Source: an optimization exercise on an open RTL-to-GDS flow (aim: small area, a short achievable clock period and few clock cycles per item). Production flows keep margins and buffers that such runs may drop.
In this exercise RTL edits were held to simulation tests only and were not proved equivalent to the original.
Power figures rest on the tool's default switching activity, not on a simulated workload.

## flow/config.mk

```make
export PLATFORM = sky130hd
export DESIGN_NAME = surround_downmix_to_pcm16
export DESIGN_NICKNAME = surround_downmix_to_pcm16
export VERILOG_FILES = /design/flow/design.v
export SDC_FILE = /design/flow/constraint.sdc
export NUM_CORES = 4
export LEC_CHECK = 0
export CAP_MARGIN = 20
export CORE_MARGIN = 2
export CORE_UTILIZATION = 40
export SLEW_MARGIN = 20
```

## flow/constraint.sdc

```tcl
create_clock -name core_clock -period 12.0 [get_ports {clk_i}]
set_input_delay 2.4000 -clock core_clock [delete_from_list [all_inputs] [get_ports {clk_i}]]
set_output_delay 2.4000 -clock core_clock [all_outputs]
set_load 0.01 [all_outputs]
```

## flow/design.v

```verilog
package sdm_pkg;
  localparam int MAX_CHANNELS = 8;
  localparam int CH_LIMIT     = (MAX_CHANNELS < 8) ? MAX_CHANNELS : 8;
  localparam int SAMPLE_W   = 32;
  localparam int CH_W       = 3;
  localparam int COUNT_W    = 4;
  localparam int ROLE_W     = 4;
  localparam int ROLES_W    = 32;
  localparam int ACC_W      = 40;
  localparam int WGT_W      = 17;
  localparam int PROD_W     = 50;
  localparam int ADD_W      = 33;
  localparam int WSUM_W     = 20;
  localparam int NUM_W      = 48;
  localparam int QUO_W      = 16;
  localparam int STEP_W     = 4;
  localparam int BIG_W      = 24;
  localparam int PCM_W      = 16;
  localparam int CFG_IDX_W  = 2;
  localparam int CFG_DATA_W = 32;
  localparam logic [WGT_W-1:0] W_ONE        = 17'd65536;
  localparam logic [WGT_W-1:0] W_HALF_POWER = 17'd46341;
  localparam logic [WGT_W-1:0] W_HALF       = 17'd32768;
  localparam logic SIDE_LEFT  = 1'b0;
  localparam logic SIDE_RIGHT = 1'b1;
  typedef enum logic [ROLE_W-1:0] {
    ROLE_NONE    = 4'd0,
    ROLE_LEFT    = 4'd1,
    ROLE_RIGHT   = 4'd2,
    ROLE_CENTER  = 4'd3,
    ROLE_SURR_L  = 4'd4,
    ROLE_SURR_R  = 4'd5,
    ROLE_BACK_C  = 4'd6,
    ROLE_UNNAMED = 4'd7
  } role_e;
  typedef enum logic [CFG_IDX_W-1:0] {
    CFG_DOWNMIX_EN    = 2'd0,
    CFG_CHANNEL_COUNT = 2'd1,
    CFG_CHANNEL_ROLES = 2'd2
  } cfg_idx_e;
  typedef enum logic [2:0] {
    ST_IDLE,
    ST_CHECK,
    ST_ACC,
    ST_SUM,
    ST_DIV_LOAD,
    ST_DIV_STEP,
    ST_EMIT
  } ctrl_state_e;
  typedef struct packed {
    logic               downmix;
    logic [COUNT_W-1:0] count;
    logic [ROLES_W-1:0] roles;
  } cfg_t;
  typedef struct packed {
    logic capture;
    logic mul;
    logic acc;
    logic acc_clear;
    logic sum_clear;
    logic sum_step;
    logic div_load;
    logic div_step;
    logic load_pass;
    logic load_div;
    logic side;
  } dp_cmd_t;
  typedef struct packed {
    logic ch_ok;
    logic is_last;
    logic downmix;
    logic out_free;
    logic sum_done;
    logic div_done;
  } dp_status_t;
endpackage
import sdm_pkg::*;
module sdm_cfg_regs (
  input  logic                  clk_i,
  input  logic                  rst_ni,
  input  logic                  cfg_valid_i,
  output logic                  cfg_ready_o,
  input  logic [CFG_IDX_W-1:0]  cfg_index_i,
  input  logic [CFG_DATA_W-1:0] cfg_data_i,
  output sdm_pkg::cfg_t                  cfg_o
);
  logic               downmix_en_q, downmix_en_d;
  logic [COUNT_W-1:0] count_q, count_d;
  logic [ROLES_W-1:0] roles_q, roles_d;
  logic [COUNT_W-1:0] count_eff;
  assign cfg_ready_o = 1'b1;
  always_comb begin
    downmix_en_d = downmix_en_q;
    count_d      = count_q;
    roles_d      = roles_q;
    if (cfg_valid_i && cfg_ready_o) begin
      case (cfg_index_i)
        CFG_DOWNMIX_EN:    downmix_en_d = cfg_data_i[0];
        CFG_CHANNEL_COUNT: count_d      = cfg_data_i[COUNT_W-1:0];
        CFG_CHANNEL_ROLES: roles_d      = cfg_data_i[ROLES_W-1:0];
        default: ;
      endcase
    end
  end
  always_ff @(posedge clk_i or negedge rst_ni) begin
    if (!rst_ni) begin
      downmix_en_q <= 1'b0;
      count_q      <= COUNT_W'(2);
      roles_q      <= '0;
    end else begin
      downmix_en_q <= downmix_en_d;
      count_q      <= count_d;
      roles_q      <= roles_d;
    end
  end
  always_comb begin
    if (count_q == '0) begin
      count_eff = COUNT_W'(1);
    end else if (count_q > COUNT_W'(CH_LIMIT)) begin
      count_eff = COUNT_W'(CH_LIMIT);
    end else begin
      count_eff = count_q;
    end
  end
  assign cfg_o.downmix = downmix_en_q && (count_eff > COUNT_W'(2));
  assign cfg_o.count   = count_eff;
  assign cfg_o.roles   = roles_q;
endmodule
import sdm_pkg::*;
module sdm_ctrl (
  input  logic       clk_i,
  input  logic       rst_ni,
  input  logic       in_valid_i,
  output logic       in_ready_o,
  input  sdm_pkg::dp_status_t status_i,
  output sdm_pkg::dp_cmd_t    cmd_o
);
  sdm_pkg::ctrl_state_e state_q, state_d;
  logic        side_q, side_d;
  always_ff @(posedge clk_i or negedge rst_ni) begin
    if (!rst_ni) begin
      state_q <= ST_IDLE;
      side_q  <= SIDE_LEFT;
    end else begin
      state_q <= state_d;
      side_q  <= side_d;
    end
  end
  always_comb begin
    state_d    = state_q;
    side_d     = side_q;
    cmd_o      = '0;
    cmd_o.side = side_q;
    in_ready_o = 1'b0;
    case (state_q)
      ST_IDLE: begin
        in_ready_o = 1'b1;
        if (in_valid_i) begin
          cmd_o.capture = 1'b1;
          state_d       = ST_CHECK;
        end
      end
      ST_CHECK: begin
        if (!status_i.ch_ok) begin
          state_d = ST_IDLE;
        end else if (!status_i.downmix) begin
          if (status_i.out_free) begin
            cmd_o.load_pass = 1'b1;
            state_d         = ST_IDLE;
          end
        end else begin
          cmd_o.mul = 1'b1;
          state_d   = ST_ACC;
        end
      end
      ST_ACC: begin
        cmd_o.acc = 1'b1;
        if (status_i.is_last) begin
          cmd_o.sum_clear = 1'b1;
          state_d         = ST_SUM;
        end else begin
          state_d = ST_IDLE;
        end
      end
      ST_SUM: begin
        cmd_o.sum_step = 1'b1;
        if (status_i.sum_done) begin
          side_d  = SIDE_LEFT;
          state_d = ST_DIV_LOAD;
        end
      end
      ST_DIV_LOAD: begin
        cmd_o.div_load = 1'b1;
        state_d        = ST_DIV_STEP;
      end
      ST_DIV_STEP: begin
        cmd_o.div_step = 1'b1;
        if (status_i.div_done) begin
          state_d = ST_EMIT;
        end
      end
      ST_EMIT: begin
        if (status_i.out_free) begin
          cmd_o.load_div = 1'b1;
          if (side_q == SIDE_RIGHT) begin
            cmd_o.acc_clear = 1'b1;
            state_d         = ST_IDLE;
          end else begin
            side_d  = SIDE_RIGHT;
            state_d = ST_DIV_LOAD;
          end
        end
      end
      default: state_d = ST_IDLE;
    endcase
  end
endmodule
import sdm_pkg::*;
module sdm_datapath (
  input  logic                       clk_i,
  input  logic                       rst_ni,
  input  sdm_pkg::cfg_t                       cfg_i,
  input  sdm_pkg::dp_cmd_t                    cmd_i,
  output sdm_pkg::dp_status_t                 status_o,
  input  logic signed [SAMPLE_W-1:0] sample_value_i,
  input  logic        [CH_W-1:0]     channel_index_i,
  input  logic                       out_ready_i,
  output logic                       out_valid_o,
  output logic signed [PCM_W-1:0]    pcm_value_o,
  output logic        [CH_W-1:0]     out_channel_o,
  output logic                       frame_last_o
);
  function automatic logic [WGT_W-1:0] weight_left(logic [ROLE_W-1:0] r);
    logic [WGT_W-1:0] w;
    case (r)
      ROLE_LEFT:               w = W_ONE;
      ROLE_CENTER, ROLE_SURR_L: w = W_HALF_POWER;
      ROLE_BACK_C:             w = W_HALF;
      ROLE_NONE, ROLE_UNNAMED: w = '0;
      default:                 w = '0;
    endcase
    weight_left = w;
  endfunction
  function automatic logic [WGT_W-1:0] weight_right(logic [ROLE_W-1:0] r);
    logic [WGT_W-1:0] w;
    case (r)
      ROLE_RIGHT:               w = W_ONE;
      ROLE_CENTER, ROLE_SURR_R: w = W_HALF_POWER;
      ROLE_BACK_C:              w = W_HALF;
      default:                  w = '0;
    endcase
    weight_right = w;
  endfunction
  function automatic logic signed [ACC_W-1:0] sat_add(logic signed [ACC_W-1:0] a,
                                                      logic signed [ADD_W-1:0] b);
    logic signed [ACC_W:0] s;
    s = {a[ACC_W-1], a} + {{(ACC_W + 1 - ADD_W){b[ADD_W-1]}}, b};
    if (s[ACC_W] != s[ACC_W-1]) begin
      sat_add = s[ACC_W] ? {1'b1, {(ACC_W-1){1'b0}}} : {1'b0, {(ACC_W-1){1'b1}}};
    end else begin
      sat_add = s[ACC_W-1:0];
    end
  endfunction
  function automatic logic [PCM_W-1:0] pcm_clip(logic neg, logic [BIG_W-1:0] big);
    logic [BIG_W-1:0] t;
    t = ~big + BIG_W'(1);
    if (neg) begin
      pcm_clip = (big > BIG_W'(32768)) ? 16'h8000 : t[PCM_W-1:0];
    end else begin
      pcm_clip = (big > BIG_W'(32767)) ? 16'h7fff : big[PCM_W-1:0];
    end
  endfunction
  logic signed [SAMPLE_W-1:0] x_q;
  logic        [CH_W-1:0]     ch_q;
  logic signed [PROD_W-1:0]   prod_l_q, prod_r_q;
  logic signed [ACC_W-1:0]    acc_l_q, acc_r_q;
  logic        [WSUM_W-1:0]   sum_l_q, sum_r_q;
  logic        [CH_W-1:0]     cnt_q;
  logic        [NUM_W-1:0]    rem_q, dsh_q;
  logic        [QUO_W-1:0]    quo_q;
  logic        [STEP_W-1:0]   step_q;
  logic                       ovf_q, neg_q;
  logic                       out_valid_q;
  logic        [PCM_W-1:0]    pcm_q;
  logic        [CH_W-1:0]     och_q;
  logic                       last_q;
  logic [COUNT_W-1:0]       n_m1;
  logic [ROLE_W-1:0]        role_x, role_c;
  logic signed [WGT_W:0]    wl_s, wr_s;
  logic signed [ACC_W-1:0]  acc_sel;
  logic [ACC_W-1:0]         mag;
  logic [WSUM_W-1:0]        d_max;
  logic [WSUM_W:0]          dv;
  logic [NUM_W-1:0]         num, lim, dsh_init;
  logic                     rem_ge;
  logic [SAMPLE_W-1:0]      mag_x;
  logic [SAMPLE_W:0]        pass_sum;
  logic                     out_free;
  assign n_m1   = cfg_i.count - COUNT_W'(1);
  assign role_x = cfg_i.roles[{ch_q, 2'b00} +: ROLE_W];
  assign role_c = cfg_i.roles[{cnt_q, 2'b00} +: ROLE_W];
  assign wl_s   = {1'b0, weight_left(role_x)};
  assign wr_s   = {1'b0, weight_right(role_x)};
  assign out_free = !out_valid_q || out_ready_i;
  assign status_o.ch_ok    = {1'b0, ch_q} < cfg_i.count;
  assign status_o.is_last  = {1'b0, ch_q} == n_m1;
  assign status_o.downmix  = cfg_i.downmix;
  assign status_o.out_free = out_free;
  assign status_o.sum_done = cnt_q == n_m1[CH_W-1:0];
  assign status_o.div_done = step_q == '0;
  always_comb begin
    acc_sel  = (cmd_i.side == SIDE_RIGHT) ? acc_r_q : acc_l_q;
    mag      = acc_sel[ACC_W-1] ? (~acc_sel + ACC_W'(1)) : acc_sel;
    d_max    = WSUM_W'(W_ONE);
    if (sum_l_q > d_max) begin
      d_max = sum_l_q;
    end
    if (sum_r_q > d_max) begin
      d_max = sum_r_q;
    end
    dv       = {d_max, 1'b0};
    num      = {mag, 8'b0} + NUM_W'(d_max);
    lim      = {{(NUM_W - WSUM_W - 1 - QUO_W){1'b0}}, dv, {QUO_W{1'b0}}};
    dsh_init = {{(NUM_W - WSUM_W - QUO_W){1'b0}}, dv, {(QUO_W-1){1'b0}}};
  end
  assign rem_ge   = rem_q >= dsh_q;
  assign mag_x    = x_q[SAMPLE_W-1] ? (~x_q + SAMPLE_W'(1)) : x_q;
  assign pass_sum = {1'b0, mag_x} + (SAMPLE_W + 1)'(256);
  always_ff @(posedge clk_i or negedge rst_ni) begin
    if (!rst_ni) begin
      acc_l_q     <= '0;
      acc_r_q     <= '0;
      out_valid_q <= 1'b0;
      step_q      <= '0;
      cnt_q       <= '0;
    end else begin
      if (cmd_i.acc_clear) begin
        acc_l_q <= '0;
        acc_r_q <= '0;
      end else if (cmd_i.acc) begin
        acc_l_q <= sat_add(acc_l_q, prod_l_q[QUO_W +: ADD_W]);
        acc_r_q <= sat_add(acc_r_q, prod_r_q[QUO_W +: ADD_W]);
      end
      if (cmd_i.load_pass || cmd_i.load_div) begin
        out_valid_q <= 1'b1;
      end else if (out_ready_i) begin
        out_valid_q <= 1'b0;
      end
      if (cmd_i.div_load) begin
        step_q <= STEP_W'(QUO_W - 1);
      end else if (cmd_i.div_step) begin
        step_q <= step_q - STEP_W'(1);
      end
      if (cmd_i.sum_clear) begin
        cnt_q <= '0;
      end else if (cmd_i.sum_step) begin
        cnt_q <= cnt_q + CH_W'(1);
      end
    end
  end
  always_ff @(posedge clk_i) begin
    if (cmd_i.capture) begin
      x_q  <= sample_value_i;
      ch_q <= channel_index_i;
    end
    if (cmd_i.mul) begin
      prod_l_q <= x_q * wl_s;
      prod_r_q <= x_q * wr_s;
    end
    if (cmd_i.sum_clear) begin
      sum_l_q <= '0;
      sum_r_q <= '0;
    end else if (cmd_i.sum_step) begin
      sum_l_q <= sum_l_q + WSUM_W'(weight_left(role_c));
      sum_r_q <= sum_r_q + WSUM_W'(weight_right(role_c));
    end
    if (cmd_i.div_load) begin
      rem_q <= num;
      dsh_q <= dsh_init;
      ovf_q <= num >= lim;
      neg_q <= acc_sel[ACC_W-1];
      quo_q <= '0;
    end else if (cmd_i.div_step) begin
      if (rem_ge) begin
        rem_q <= rem_q - dsh_q;
      end
      quo_q <= {quo_q[QUO_W-2:0], rem_ge};
      dsh_q <= dsh_q >> 1;
    end
    if (cmd_i.load_pass) begin
      pcm_q  <= pcm_clip(x_q[SAMPLE_W-1], pass_sum[SAMPLE_W:9]);
      och_q  <= ch_q;
      last_q <= status_o.is_last;
    end else if (cmd_i.load_div) begin
      pcm_q  <= pcm_clip(neg_q, ovf_q ? {BIG_W{1'b1}} : BIG_W'(quo_q));
      och_q  <= {{(CH_W-1){1'b0}}, cmd_i.side};
      last_q <= cmd_i.side;
    end
  end
  assign out_valid_o   = out_valid_q;
  assign pcm_value_o   = pcm_q;
  assign out_channel_o = och_q;
  assign frame_last_o  = last_q;
endmodule
import sdm_pkg::*;
module surround_downmix_to_pcm16 (
  input  logic                        clk_i,
  input  logic                        rst_ni,
  input  logic                        cfg_valid_i,
  output logic                        cfg_ready_o,
  input  logic [CFG_IDX_W-1:0]        cfg_index_i,
  input  logic [CFG_DATA_W-1:0]       cfg_data_i,
  input  logic                        in_valid_i,
  output logic                        in_ready_o,
  input  logic signed [SAMPLE_W-1:0]  in_sample_value_i,
  input  logic        [CH_W-1:0]      in_channel_index_i,
  output logic                        out_valid_o,
  input  logic                        out_ready_i,
  output logic signed [PCM_W-1:0]     out_pcm_value_o,
  output logic        [CH_W-1:0]      out_channel_o,
  output logic                        out_frame_last_o
);
  sdm_pkg::cfg_t       cfg;
  sdm_pkg::dp_cmd_t    cmd;
  sdm_pkg::dp_status_t status;
  sdm_cfg_regs u_cfg_regs (
    .clk_i       (clk_i),
    .rst_ni      (rst_ni),
    .cfg_valid_i (cfg_valid_i),
    .cfg_ready_o (cfg_ready_o),
    .cfg_index_i (cfg_index_i),
    .cfg_data_i  (cfg_data_i),
    .cfg_o       (cfg)
  );
  sdm_ctrl u_ctrl (
    .clk_i      (clk_i),
    .rst_ni     (rst_ni),
    .in_valid_i (in_valid_i),
    .in_ready_o (in_ready_o),
    .status_i   (status),
    .cmd_o      (cmd)
  );
  sdm_datapath u_datapath (
    .clk_i           (clk_i),
    .rst_ni          (rst_ni),
    .cfg_i           (cfg),
    .cmd_i           (cmd),
    .status_o        (status),
    .sample_value_i  (in_sample_value_i),
    .channel_index_i (in_channel_index_i),
    .out_ready_i     (out_ready_i),
    .out_valid_o     (out_valid_o),
    .pcm_value_o     (out_pcm_value_o),
    .out_channel_o   (out_channel_o),
    .frame_last_o    (out_frame_last_o)
  );
endmodule
```

## flow/run.sh

```bash
#!/bin/bash
# synth_recipe.tcl (not shown) runs the flow's synth.tcl, then flattens the netlist and writes it again
# the make line also repeats each setting of config.mk as NAME=value (left out here)
make -C /OpenROAD-flow-scripts/flow DESIGN_CONFIG=/design/flow/config.mk WORK_HOME=/design/flow/orfs CLKGATE_MAP_FILE= SYNTH_SCRIPT=/design/flow/synth_recipe.tcl finish
```

==> run summary <==
-- cells in the mapped netlist, types with 64 or more instances --
library cell	number	area (um2)
edfxtp_1	191	5740
dfrtp_1	128	3200
nor2_1	304	1140
a21oi_1	277	1390
a221o_1	79	791
and3_1	64	400
ha_1	728	9110
clkbuf_1	158	593
o21ai_0	166	831
nand2_1	332	1250
xnor2_1	189	1660
xor2_1	112	981
dfxtp_1	72	1440
inv_1	654	2450
a21o_1	121	908
and2_1	151	945
nor3_1	104	521
fa_1	370	7410
nand3_1	67	335
-- worst register-to-register path, delay by kind of cell (launching register included) --
| family | cells | cell delay, ns |
|---|---|---|
| compound gates | 16 | 4.73 |
| fa+ha+maj | 3 | 0.98 |
| simple gates | 12 | 4.03 |
| xor+xnor | 1 | 0.20 |
| flops | 1 | 0.37 |
| buf+inv | 1 | 0.12 |
-- where the power goes --
part / switching [mW] / internal (mW)
clock network: 0.647 / 0.941
logic: 6.88 / 4.91
registers: 0.577 / 2.22
-- state kept, by name (all words and copies together), names as in the netlist, 20 cells and up --
register and cells:
u_datapath.x_q 32, u_datapath.prod_l_q 33, u_datapath.dsh_q 36, u_cfg_regs.roles_q 32, u_datapath.acc_r_q 40, u_datapath.sum_r_q 20, u_datapath.prod_r_q 33, u_datapath.rem_q 48
u_datapath.sum_l_q 20, u_datapath.acc_l_q 40
-- kinds of logic after synthesis --
| family | synth area share (%) |
|---|---|
| simple gates | 14.1 |
| buf+inv | 6.63 |
| compound gates | 14.6 |
| other cells | 0.00778 |
| xor+xnor | 5.47 |
| flops | 21.6 |
| mux | 3.35 |
| fa+ha+maj | 34.3 |
-- cell usage in the layout (no fill, tap or decap), types with 30 or more instances in the layout --
cell type        Yosys  final
a211oi_1            43     43
a21o_1             121    121
a21oi_1            277    275
a221o_1             79     79
a31oi_1             55     54
and2_1             151    150
and3_1              64     64
buf_4                3     47
clkbuf_16            0     49
clkdlybuf4s50_1      0     94
dfrtp_1            128    127
dfxtp_1             72     72
edfxtp_1           191    191
fa_1               370    370
ha_1               728    728
inv_1              654    654
mux2_2              59     59
mux2i_1             59     56
nand2_1            332    328
nand2b_1            48     47
nand3_1             67     67
nand4_1             40     40
nor2_1             304    299
nor2b_1             51     51
nor3_1             104    102
nor4_1              30     30
o21a_1              39     39
o21ai_0            166    165
o21bai_1            32     32
o22ai_1             34     34
or2_2               30     30
xnor2_1            189    189
xor2_1             112    112
-- area by class of cell --
class,count,area (um2)
Antenna cell,1,2.50
Clock buffer,66,1380
Clock inverter,24,335
Fill cell,11500,67000
Inverter,656,2460
Multi-Input combinational cell,3915,34700
Sequential cell,392,10400
Tap cell,1612,2020
Timing Repair Buffer,143,1330
-- layer usage --
layer	up-vias	GRT usage, %	routed length, um	part of all wire, %
met1	17900	26.0	55800	44
met3	162	2.16	4910	3.9
met4	0	5.61	3260	2.6
met2	645	37.6	63500	50
li1	18100	-	-	-
met5	-	0	0	0
-- path summary, 6_finish.rpt --
check / end / from / cells after the start / slack, ns
setup / recovery: u_datapath.ovf_q$_DFFE_PP_ / u_datapath.sum_l_q[1]$_SDFFE_PP0N_ / 33 / 1.32
max in group asynchronous: u_ctrl.side_q$_DFFE_PN0P_ / rst_ni / 2 / 8.81
setup reg to reg: u_datapath.ovf_q$_DFFE_PP_ / u_datapath.sum_l_q[1]$_SDFFE_PP0N_ / 33 / 1.32
min in group asynchronous: u_datapath.acc_r_q[5]$_DFFE_PN0P_ / rst_ni / 1 / 1.76
hold reg to reg: u_datapath.dsh_q[0]$_SDFFE_PP0N_ / u_datapath.dsh_q[0]$_SDFFE_PP0N_ / 2 / 0.46
hold / removal: u_datapath.dsh_q[0]$_SDFFE_PP0N_ / u_datapath.dsh_q[0]$_SDFFE_PP0N_ / 2 / 0.46
-- stage by stage --
| step | worst slack, ns | utilization (%) | std cells | hold WS [ns] | total power, mW |
|---|---|---|---|---|---|
| floorplan | 3.26 | - | 5146 | 0.440 | 11.6 |
| global placement | 1.62 | 42.5 | 6717 | 0.451 | 14.4 |
| detailed placement | 1.42 | 42.5 | 6717 | 0.455 | 14.7 |
| CTS | 1.42 | 44.0 | 6807 | 0.465 | 16.3 |
| global route | 0.516 | 44.0 | 6808 | 0.480 | 17.9 |
| finish | 1.32 | 44.0 | 6809 | 0.463 | 16.2 |
==> key figures <==
Critical path
  • CP Buf/Inv Count: 1
  • Crit-path most repeated cell: o21ai_0
  • WP data required: 12.37 ns
  • Crit-path max cell delay: 0.81 ns
  • Crit Path Max Fanout: 32
  • CP delay by family, top: compound AO/OA/AOI/OAI gates
  • Kind of critical path: flip-flop to flip-flop
  • Slowest stage cell on the critical path: nand2_1
  • Worst path arrival time: between 10 and 15 ns
  • Setup crit start kind: flip-flop
  • Crit path capture type: flip-flop

Place
  • Post-DP Area: 50900 um2
  • GPL Wtd Cong: 0.884
  • I/O Buffers: 95
  • Final HPWL DP: 104 mm

Route
  • Drt total wl: 128 mm
  • Pre-antenna DRT Iters: 7
  • Vias/cell: 5.39
  • Via count: 36700
  • Initial drt markers: 1963
  • # DRC: 0
  • Antenna viol nets, final: 0
  • Routed WL per cell: approximately 19 um

STA
  • Slew HR: 28.0%
  • RSZ-0062 raised after global routing: false
  • Fmax: 93.7 MHz
  • Fin. Hold Viols: 0
  • Period utilisation layout: about nine tenths
  • Worst Tran Pin Value: 1.08 ns
  • Final TNS setup: 0 ns
  • Crit path time final: ~11 ns
  • Clk_skew: about 0.024 ns
  • Max-slew violation count: 0
  • Final setup violation count: 0

Layout
  • Final net count: 6328
  • Layout cells sized above 1: 5.62%
  • Final instance area: around 53000 um2
  • Synth-to-Final Area Change: 9.23%

Logic synthesis
  • Synthesized cell area: 48200 um2
  • Post-synth EDFFs: 191
  • Synth Flop Type: edfxtp_1
  • Mean post-synth cell area: about 9.4 um2
  • Seq cells post-synth: 392
  • Sequential element share of the synthesized area: 21.6%
  • Distinct cell type count after synthesis: 100
  • Asr flop ratio synth: between 30 and 40%
  • Mapped Cells: 5146
  • Syn Nets: 6318
  • Yosys warns: 3

Power and ir drop
  • P per Cell Area: 307 nW/um2
  • Peak VDD IR: 146 uV
  • P_leak: around 25 nW

Clocking
  • Root Buffer: clkbuf_16
  • Setup bufs post-CTS: 0
  • Hold-fix buffers at CTS: 0
  • TritonCTS Buffers: between 40 and 50
  • Clock Sink Count: between 300 and 400
  • CTS tree: built
  • Clock buffer depth: 3
  • H-tree levels: 2
  • Post-CTS Resized: 0
  • CTS clk-pin slew, worst paths: roughly 0.06 ns
  • Worst-Skew Late Latency: 0.65 ns

Global route
  • Gr usage total: 20.7%
  • Pin count of the biggest net entering global routing: 81
  • Gr ovfl total: 0
  • Antenna violations before repair: 5
  • Global-route wire length before repair: 203 mm
  • Vias in the first global route: 37000

Floorplan
  • Die boundary height: about 350 um
  • Horiz. Die Dim: 351 um
  • Initial core utilization: 40.3%
  • IO Pins: just under 100
  • Std-Cell Rows: 127
  • Die ar.: 123000 um2
  • Area of the core: 120000 um2

Hold path
  • Hold Path Class: flip-flop to flip-flop

Run status
  • Status: complete, no violations

Run
  • Number of max-cap violations: 0
Testbench counts, summed over its fixed seeds: cycles 84,856, items 8,960.

static timing again, ports no longer ideal:
The flow's constraints put no driver on any port. The routed layout listed below was extracted and timed again, unchanged, in two steps. Step 1 assumes that a clkbuf_16 drives the clock port and a buf_2 every other input. Step 2 also shifts input and output timing later by t, the mid clock arrival at the registers, as if the neighbouring blocks saw the same clock. a / b / c = ideal / step 1 / step 2; a / b = the first two.
t (ns): 0.708
setup WS [ns]: 1.323 / 1.323 / 1.323
latest minus earliest clock arrival (ns): 0.025 / 0.025
slew at the worst register clock pin (ns): 0.06 / 0.06
After both steps this run still meets setup and hold. For this run, drivers alone change the setup slack by 0.000 ns; drivers and shift together by 0.000 ns.
